What follows belongs to an exercise in optimizing a design on an open flow for small area, a short achievable clock period and few clock cycles per item; a production flow would make more cautious choices. Only the layout flow was run in this run; the RTL was not checked for function there. Power figures rest on the tool's default switching activity, not on a simulated workload.

[run.sh]
#!/bin/bash
# synth_recipe.tcl (not shown) runs the flow's synth.tcl, then flattens the netlist and writes it again
# the make line also repeats each setting of config.mk as NAME=value (left out here)
make -C /OpenROAD-flow-scripts/flow DESIGN_CONFIG=/design/flow/config.mk WORK_HOME=/design/flow/orfs CLKGATE_MAP_FILE= SYNTH_SCRIPT=/design/flow/synth_recipe.tcl finish
[config.mk]
export PLATFORM = sky130hd
export DESIGN_NAME = ex_muldiv_unit
export DESIGN_NICKNAME = ex_muldiv_unit
export VERILOG_FILES = /design/flow/design.v
export SDC_FILE = /design/flow/constraint.sdc
export NUM_CORES = 4
export LEC_CHECK = 0
export CAP_MARGIN = 20
export CORE_MARGIN = 2
export CORE_UTILIZATION = 40
export SETUP_SLACK_MARGIN = 5
export SLEW_MARGIN = 20
[constraint.sdc]
create_clock -name core_clock -period 11.0 [get_ports {clk}]
set_input_delay 2.2000 -clock core_clock [delete_from_list [all_inputs] [get_ports {clk}]]
set_output_delay 2.2000 -clock core_clock [all_outputs]
set_load 0.01 [all_outputs]
[design.v]
module ex_muldiv_unit (
  input  logic        clk,
  input  logic        rst,
  input  logic        start_i,
  input  logic [2:0]  op_i,
  input  logic [31:0] rs1_i,
  input  logic [31:0] rs2_i,
  input  logic [4:0]  rd_addr_i,
  input  logic        flush_i,
  output logic        busy_o,
  output logic        done_o,
  output logic [31:0] result_o,
  output logic [4:0]  rd_addr_o
);
  logic s_mul, s_norm, s_div, s_done;
  logic s_idle;
  assign s_idle = ~(s_mul | s_norm | s_div | s_done);
  logic accept;
  assign accept = s_idle & start_i & ~flush_i;
  logic is_div;
  assign is_div = op_i[2];
  logic m_s1, m_s2;
  assign m_s1 = ~(op_i[1] & op_i[0]);    
  assign m_s2 = ~op_i[1];                
  function automatic logic [1:0] nbytes_m1(input logic [31:0] v, input logic ext);
    logic nz1, nz2, nz3;
    nz1 = (v[15:8]  != {8{ext}});
    nz2 = (v[23:16] != {8{ext}});
    nz3 = (v[31:24] != {8{ext}});
    if (nz3)      nbytes_m1 = 2'd3;
    else if (nz2) nbytes_m1 = 2'd2;
    else if (nz1) nbytes_m1 = 2'd1;
    else          nbytes_m1 = 2'd0;
  endfunction
  logic       e1, e2;
  logic [1:0] n1, n2;
  logic       swap;
  assign e1   = m_s1 & rs1_i[31];
  assign e2   = m_s2 & rs2_i[31];
  assign n1   = nbytes_m1(rs1_i, e1);
  assign n2   = nbytes_m1(rs2_i, e2);
  assign swap = (n1 < n2);
  logic        d_sgn, a_neg, b_neg;
  logic [31:0] a_mag, b_mag;
  assign d_sgn = ~op_i[0];
  assign a_neg = d_sgn & rs1_i[31];
  assign b_neg = d_sgn & rs2_i[31];
  assign a_mag = a_neg ? -rs1_i : rs1_i;
  assign b_mag = b_neg ? -rs2_i : rs2_i;
  logic [32:0] a_q;       
  logic [31:0] b_q;       
  logic        bext_q;    
  logic [2:0]  op_q;
  logic        negq_q, negr_q, dz_q;
  always_ff @(posedge clk) begin
    op_q <= op_i;
    if (is_div) begin
      a_q    <= {1'b0, b_mag};
      b_q    <= a_mag;
      bext_q <= 1'b0;
    end else if (swap) begin
      a_q    <= {e2, rs2_i};
      b_q    <= rs1_i;
      bext_q <= e1;
    end else begin
      a_q    <= {e1, rs1_i};
      b_q    <= rs2_i;
      bext_q <= e2;
    end
    negq_q <= a_neg ^ b_neg;
    negr_q <= a_neg;
    dz_q   <= (rs2_i == 32'd0);
  end
  logic [63:0] acc_q, acc_d;      
  logic [63:0] accc_q, accc_d;    
  logic [3:0]  cnt_q, cnt_d;
  logic        first_q;
  logic [7:0] chunk;
  logic [8:0] c9;
  always_comb begin
    case (cnt_q[1:0])
      2'd0: chunk = b_q[7:0];
      2'd1: chunk = b_q[15:8];
      2'd2: chunk = b_q[23:16];
      default: chunk = b_q[31:24];
    endcase
  end
  assign c9 = {first_q & bext_q, chunk};
  function automatic logic [127:0] csa(input logic [63:0] x, input logic [63:0] y, input logic [63:0] z);
    csa = {x ^ y ^ z, ((x & y) | (x & z) | (y & z)) << 1};
  endfunction
  logic [63:0] rows [12];
  localparam logic [63:0] SGN_K = -(64'hFF << 32) - (64'd1 << 41);
  always_comb begin
    for (int i = 0; i < 8; i++)
      rows[i] = 64'({~(c9[i] & a_q[32]), (a_q[31:0] & {32{c9[i]}})}) << i;
    rows[8]  = 64'({~(c9[8] & ~a_q[32]), ~a_q[32] & c9[8], (~a_q[31:0] & {32{c9[8]}})}) << 8;
    rows[9]  = {acc_q[55:0], 8'd0};
    rows[10] = {accc_q[55:0], 8'd0};
    rows[11] = SGN_K | (64'(c9[8]) << 8);
  end
  logic [63:0] l1 [8];
  logic [63:0] l2 [6];
  logic [63:0] l3 [4];
  logic [63:0] l4 [3];
  logic [63:0] mac_s, mac_c;
  always_comb begin
    {l1[0], l1[1]} = csa(rows[0], rows[1], rows[2]);
    {l1[2], l1[3]} = csa(rows[3], rows[4], rows[5]);
    {l1[4], l1[5]} = csa(rows[6], rows[7], rows[8]);
    {l1[6], l1[7]} = csa(rows[9], rows[10], rows[11]);
    {l2[0], l2[1]} = csa(l1[0], l1[1], l1[2]);
    {l2[2], l2[3]} = csa(l1[3], l1[4], l1[5]);
    l2[4] = l1[6];
    l2[5] = l1[7];
    {l3[0], l3[1]} = csa(l2[0], l2[1], l2[2]);
    {l3[2], l3[3]} = csa(l2[3], l2[4], l2[5]);
    {l4[0], l4[1]} = csa(l3[0], l3[1], l3[2]);
    l4[2] = l3[3];
    {mac_s, mac_c} = csa(l4[0], l4[1], l4[2]);
  end
  logic [32:0] r1s, r2s;
  logic [33:0] t1, t2;
  logic        q1, q2;
  logic [31:0] r1, r2;
  assign r1s = {acc_q[63:32], acc_q[31]};
  assign t1  = {1'b0, r1s} - {2'b0, a_q[31:0]};
  assign q1  = ~t1[33];
  assign r1  = q1 ? t1[31:0] : r1s[31:0];
  assign r2s = {r1, acc_q[30]};
  assign t2  = {1'b0, r2s} - {2'b0, a_q[31:0]};
  assign q2  = ~t2[33];
  assign r2  = q2 ? t2[31:0] : r2s[31:0];
  function automatic logic [5:0] lzc32(input logic [31:0] v);
    logic [5:0] n;
    n = 6'd32;
    for (int i = 0; i < 32; i++)
      if (v[i]) n = 6'(31 - i);
    lzc32 = n;
  endfunction
  logic [5:0]  lz_a, lz_b;
  logic [6:0]  j0;
  logic        early;
  logic [4:0]  j0o;
  logic [4:0]  sh;
  logic [63:0] norm;
  assign lz_b  = lzc32(a_q[31:0]);    
  assign lz_a  = lzc32(b_q);          
  assign j0    = {1'b0, lz_b} - {1'b0, lz_a};
  assign early = j0[6] | dz_q;
  assign j0o   = j0[4:0] | 5'd1;
  assign sh    = 5'd31 - j0o;
  assign norm  = early ? {b_q, 32'd0} : ({32'd0, b_q} << sh);
  always_comb begin
    acc_d  = 64'd0;
    accc_d = 64'd0;
    cnt_d  = cnt_q - 4'd1;
    if (s_mul) begin
      acc_d  = mac_s;
      accc_d = mac_c;
    end
    else if (s_norm) begin
      acc_d = norm;
      cnt_d = 4'(j0o >> 1);
    end
    else if (s_div)  acc_d = {r2, acc_q[29:0], q1, q2};
  end
  logic [1:0] nm1_in;
  assign nm1_in = swap ? n1 : n2;
  logic last;
  assign last = (cnt_q == 4'd0);
  always_ff @(posedge clk or posedge rst) begin
    if (rst) begin
      s_mul  <= 1'b0;
      s_norm <= 1'b0;
      s_div  <= 1'b0;
      s_done <= 1'b0;
    end else begin
      s_mul  <= (accept & ~is_div) | (s_mul & ~flush_i & ~last);
      s_norm <= accept & is_div;
      s_div  <= (s_norm & ~flush_i & ~early) | (s_div & ~flush_i & ~last);
      s_done <= ((s_mul | s_div) & ~flush_i & last) | (s_norm & ~flush_i & early);
    end
  end
  always_ff @(posedge clk) begin
    acc_q   <= acc_d;
    accc_q  <= accc_d;
    cnt_q   <= s_idle ? {2'd0, nm1_in} : cnt_d;
    first_q <= s_idle;
  end
  logic        sel_hi, neg, cout_lo, cin;
  logic [31:0] x, y;
  logic [32:0] lo_sum;
  assign sel_hi  = op_q[2] ? op_q[1] : (op_q[1:0] != 2'd0);
  assign neg     = op_q[2] & (op_q[1] ? negr_q : negq_q);
  assign lo_sum  = {1'b0, acc_q[31:0]} + {1'b0, accc_q[31:0]};
  assign cout_lo = lo_sum[32];
  assign x       = (sel_hi ? acc_q[63:32] : acc_q[31:0]) ^ {32{neg}};
  assign y       = sel_hi ? accc_q[63:32] : accc_q[31:0];
  assign cin     = neg | (sel_hi & cout_lo);
  assign busy_o    = accept | s_mul | s_norm | s_div;
  assign done_o    = s_done;
  assign result_o  = (x + y + {31'd0, cin}) | {32{op_q[2] & ~op_q[1] & dz_q}};
  assign rd_addr_o = rd_addr_i;
endmodule
==> notes.md <==
-- flip-flops by register name (all words and copies together), names as in the netlist, 3 cells and up --
name / cells
b_q: 32
op_q: 3
a_q: 33
cnt_q: 4
acc_q: 64
accc_q: 58
-- layer usage --
| metal | up-vias | part of all wire | GRT usage |
|---|---|---|---|
| met5 | - | 0.00035 | 0 |
| met4 | 6 | 0.054 | 0.123 |
| met3 | 263 | 0.081 | 0.0343 |
| met2 | 1206 | 0.43 | 0.439 |
| met1 | 12500 | 0.44 | 0.407 |
| li1 | 11500 | - | - |
-- worst max-delay path, cell delays in order (launching register included) --
cell and delay, ns:
dfxtp_2 0.33, ha_4 0.23, a21o_1 0.17, a21o_1 0.16
a21o_1 0.15, a21o_1 0.15, a21o_1 0.16, a211oi_2 0.17
o21bai_1 0.09, a21oi_2 0.17, nor3_2 0.07, o21ai_2 0.17
a22oi_2 0.09, fa_2 0.40, fa_2 0.37, a21o_1 0.20
a21oi_2 0.21, o21ai_4 0.09, buf_4 0.16, a211oi_2 0.28
o21bai_1 0.13, a21oi_2 0.15, nor2b_1 0.08, o211a_1 0.25
o41ai_4 0.25, nand2_1 0.09, buf_2 0.15
-- layout make-up --
| class | instances | area (um^2) | share of cell area |
|---|---|---|---|
| flip-flops and latches | 203 | 4130 | 0.127 |
| clock buffers | 32 | 682 | 0.0210 |
| inverters | 416 | 1580 | 0.0486 |
| multi-input cells | 2595 | 22700 | 0.698 |
| diodes | 2 | 5.00 | 0.000154 |
| clock inverters | 10 | 164 | 0.00504 |
| repair buffers | 232 | 2080 | 0.0639 |
| well taps | 940 | 1180 | 0.0362 |
-- cell families (layout without fill, tap and decap cells) --
kind of cell	count (synthesis)	after routing	share of synthesized area
compound gates	645	645	0.147
xor+xnor	182	182	0.0569
fa+ha+maj	517	517	0.306
buf+inv	611	690	0.0841
flops	203	203	0.145
mux	220	220	0.0808
other cells	0	2	0
simple gates	1029	1031	0.180
-- worst max-delay path by stage --
stage	from	endpoint	slack, ns	cells past startpoint
after floorplan	accc_q[7]$_SDFF_PN0_	result_o[16]	4.52	24
after global placement	op_q[2]$_DFF_P_	result_o[31]	3.27	18
after detailed placement	op_q[2]$_DFF_P_	result_o[31]	3.22	18
after CTS	accc_q[7]$_SDFF_PN0_	result_o[28]	3.41	27
after global routing	accc_q[7]$_SDFF_PN0_	result_o[16]	3.22	26
final	accc_q[7]$_SDFF_PN0_	result_o[16]	3.34	26
-- what timing repair did --
item	in CTS	in global routing
gates cloned	2	4
hold buffers	0	0
buffers inserted	28	47
pin swaps	49	63
gates resized for setup	212	126
endpoints found under the setup margin	74	94
endpoints found under the hold margin	0	0
-- Yosys cell counts (14+ instances only) --
| cell type | instances | area share |
|---|---|---|
| inv_1 | 412 | 0.055 |
| nand2_1 | 345 | 0.046 |
| fa_1 | 285 | 0.20 |
| and2_1 | 252 | 0.056 |
| ha_1 | 232 | 0.10 |
| dfxtp_1 | 199 | 0.14 |
| nor2_1 | 192 | 0.026 |
| mux2i_1 | 188 | 0.067 |
| o21ai_0 | 168 | 0.030 |
| clkbuf_1 | 150 | 0.020 |
| a21oi_1 | 145 | 0.026 |
| xor2_1 | 99 | 0.031 |
| xnor2_1 | 82 | 0.026 |
| nor3_1 | 45 | 0.0080 |
| o21ai_1 | 43 | 0.0076 |
| a21o_1 | 38 | 0.010 |
| nand2b_1 | 33 | 0.0073 |
| nand3_1 | 33 | 0.0059 |
| a22oi_1 | 26 | 0.0069 |
| mux2_2 | 26 | 0.010 |
| nor2b_1 | 23 | 0.0051 |
| a222oi_1 | 22 | 0.0078 |
| a211oi_1 | 21 | 0.0056 |
| o31ai_1 | 21 | 0.0056 |
| nand4_1 | 19 | 0.0042 |
| o21a_1 | 19 | 0.0051 |
| nor4_1 | 18 | 0.0040 |
| buf_2 | 17 | 0.0030 |
| and3_1 | 16 | 0.0036 |
| buf_1 | 16 | 0.0021 |
| a221o_1 | 15 | 0.0053 |
| a31oi_1 | 15 | 0.0033 |
| o21bai_1 | 15 | 0.0040 |
| o221ai_1 | 14 | 0.0044 |
-- power groups by stage --
stage	Combinational, mW	Clock, mW	Sequential (mW)
3_3_place_gp	6.20	0	1.12
5_1_grt	7.71	0.902	1.12
6_report	7.07	0.872	1.12
3_5_place_dp	6.27	0	1.12
2_1_floorplan	4.25	0	0.963
4_1_cts	6.40	0.872	1.10
==> results.toml <==
[min_path]
worstHoldStart = "s_done$_DFF_PP0_"
hold_depth = 1
hold_path_end = "first_q$_DFF_P_"
worst_hold_path_type = "register to register"

[worst_setup_path]
cp_data_required_time_ns = 8.80
start_kind = "register"
r2r_cells = 26
critical_path_class = "register to output pin"
regToRegSetupSlack_ns = 4.97
path_max_fanout = 2
timing.rr.end = "acc_q[35]$_DFF_P_"
worstReg2RegStart = "a_q[24]$_DFF_P_"
cp-end-kind = "output pin"
worstPathArrival_ns = 5.46

[synth]
synth-seq-cells = 203
avgSynthCellArea_um2 = 8.27
synth_cells = 3407
synth-async-reset-ratio = 0.0197
syn_nets = 4000
syn_area_um2 = 28200
synth_edf_count = 0
synth_warnings = 6
synth-main-ff-cell = "dfxtp_1"
ys_types = 82
ys_seq_area_frac = 0.145

[power_and_ir_drop]
clkPwrFrac = 0.096
net-switching-power_mw = 4.71
switching_share = 0.520
pwr-share-seq = 0.124
intPower_mw = 4.35
power.total_mw = 9.07
comb_power_share = 0.780
leakage_nw = 14.6
power_density_nw_per_um2 = 279
ir_drop_mv = 0.223

[floorplanning]
die_w_um = 269
row_count = 97
dieArea_um2 = 72500
core-area_um2 = 69900
initial_core_util = 0.403
io_pins = 115
die_h_um = 269

[final_layout]
fillers = 6942
drive_gt1_frac = 0.120
instances_no_fill = 4430
final_common_cell = "inv_1"
area_growth_pct = 15.4
layout_common_cells = "inv_1 (406), nand2_1 (341), fa_1 (282)"
post-route-util = 0.465
fin_nets = 4065
fin_area_um2 = 32500

[clock_network]
path_clk_slew_ns = 0.06
cts_made_buffers = 24
clock_tree.buffer_depth = 3
clockRootBuffer = "clkbuf_16"
cts_htree_levels = 1
cts.sinks = 203
cts_tree = "done"
clkLatencyLatePin_ns = 0.56

[routing]
drt-total-wl_um = 107000
wl_per_cell_um = 24.2
drc = 0
viasPerCell = 5.75
vias = 25500
ant_nets = 0
initialDrtViolationCount = 2607
drt-pass1-iter-count = 8

[place]
dp.cells = 4305
hpwl_um = 84500
gp_congestion = 1.03
port_buffers = 104
place_ws_ns = 3.22
place_area_um2 = 30100

[timing]
finalWorstSetupSlack_ns = 3.34
slew-limit-headroom = 0.219
maxSlewViolCount = 0
final.setup.tns_ns = 0
tightest_slew_ns = 1.17
setup_violations = 0
finalHoldViolations = 0
hold_slack_ns = 0.554
rsz0062_at_grt = "yes"
fin_worst_skew_ns = 0.0411
timing.final.crit_share = 0.697
max_freq_ghz = 0.131
layout_min_cycle_time_ns = 7.66

[job]
max_cap_violations = 0

[global_routing]
antenna_found_initial = 6
grt_max_degree = 123
globalRoute.totalOverflow = 0
grt_pass1_vias = 24700
grt_pass1_wl_um = 159000
grt_usage = 0.286

[run_status]
status = "finished clean"

## port drivers added, routing unchanged
The flow's constraints put no driver on any port. The routed layout listed below was extracted and timed again, unchanged, in two steps. Step 1, drivers: a clkbuf_16 drives clk and a buf_2 each remaining input, both assumed. Step 2 times the ports against the registers' clock, not the clock port: input delays grow and output delays shrink by t, the midpoint of the rising clock arrivals with the driver on. a / b / c = ideal / step 1 / step 2; a / b = the first two.
t (ns): 0.600
setup WS [ns]: 3.337 / 3.277 / 3.877
cell pins on the clock port's net: 1
After both steps setup and hold are still met in this run. For this run, drivers alone change the setup slack by -0.060 ns; drivers and shift together by +0.540 ns.
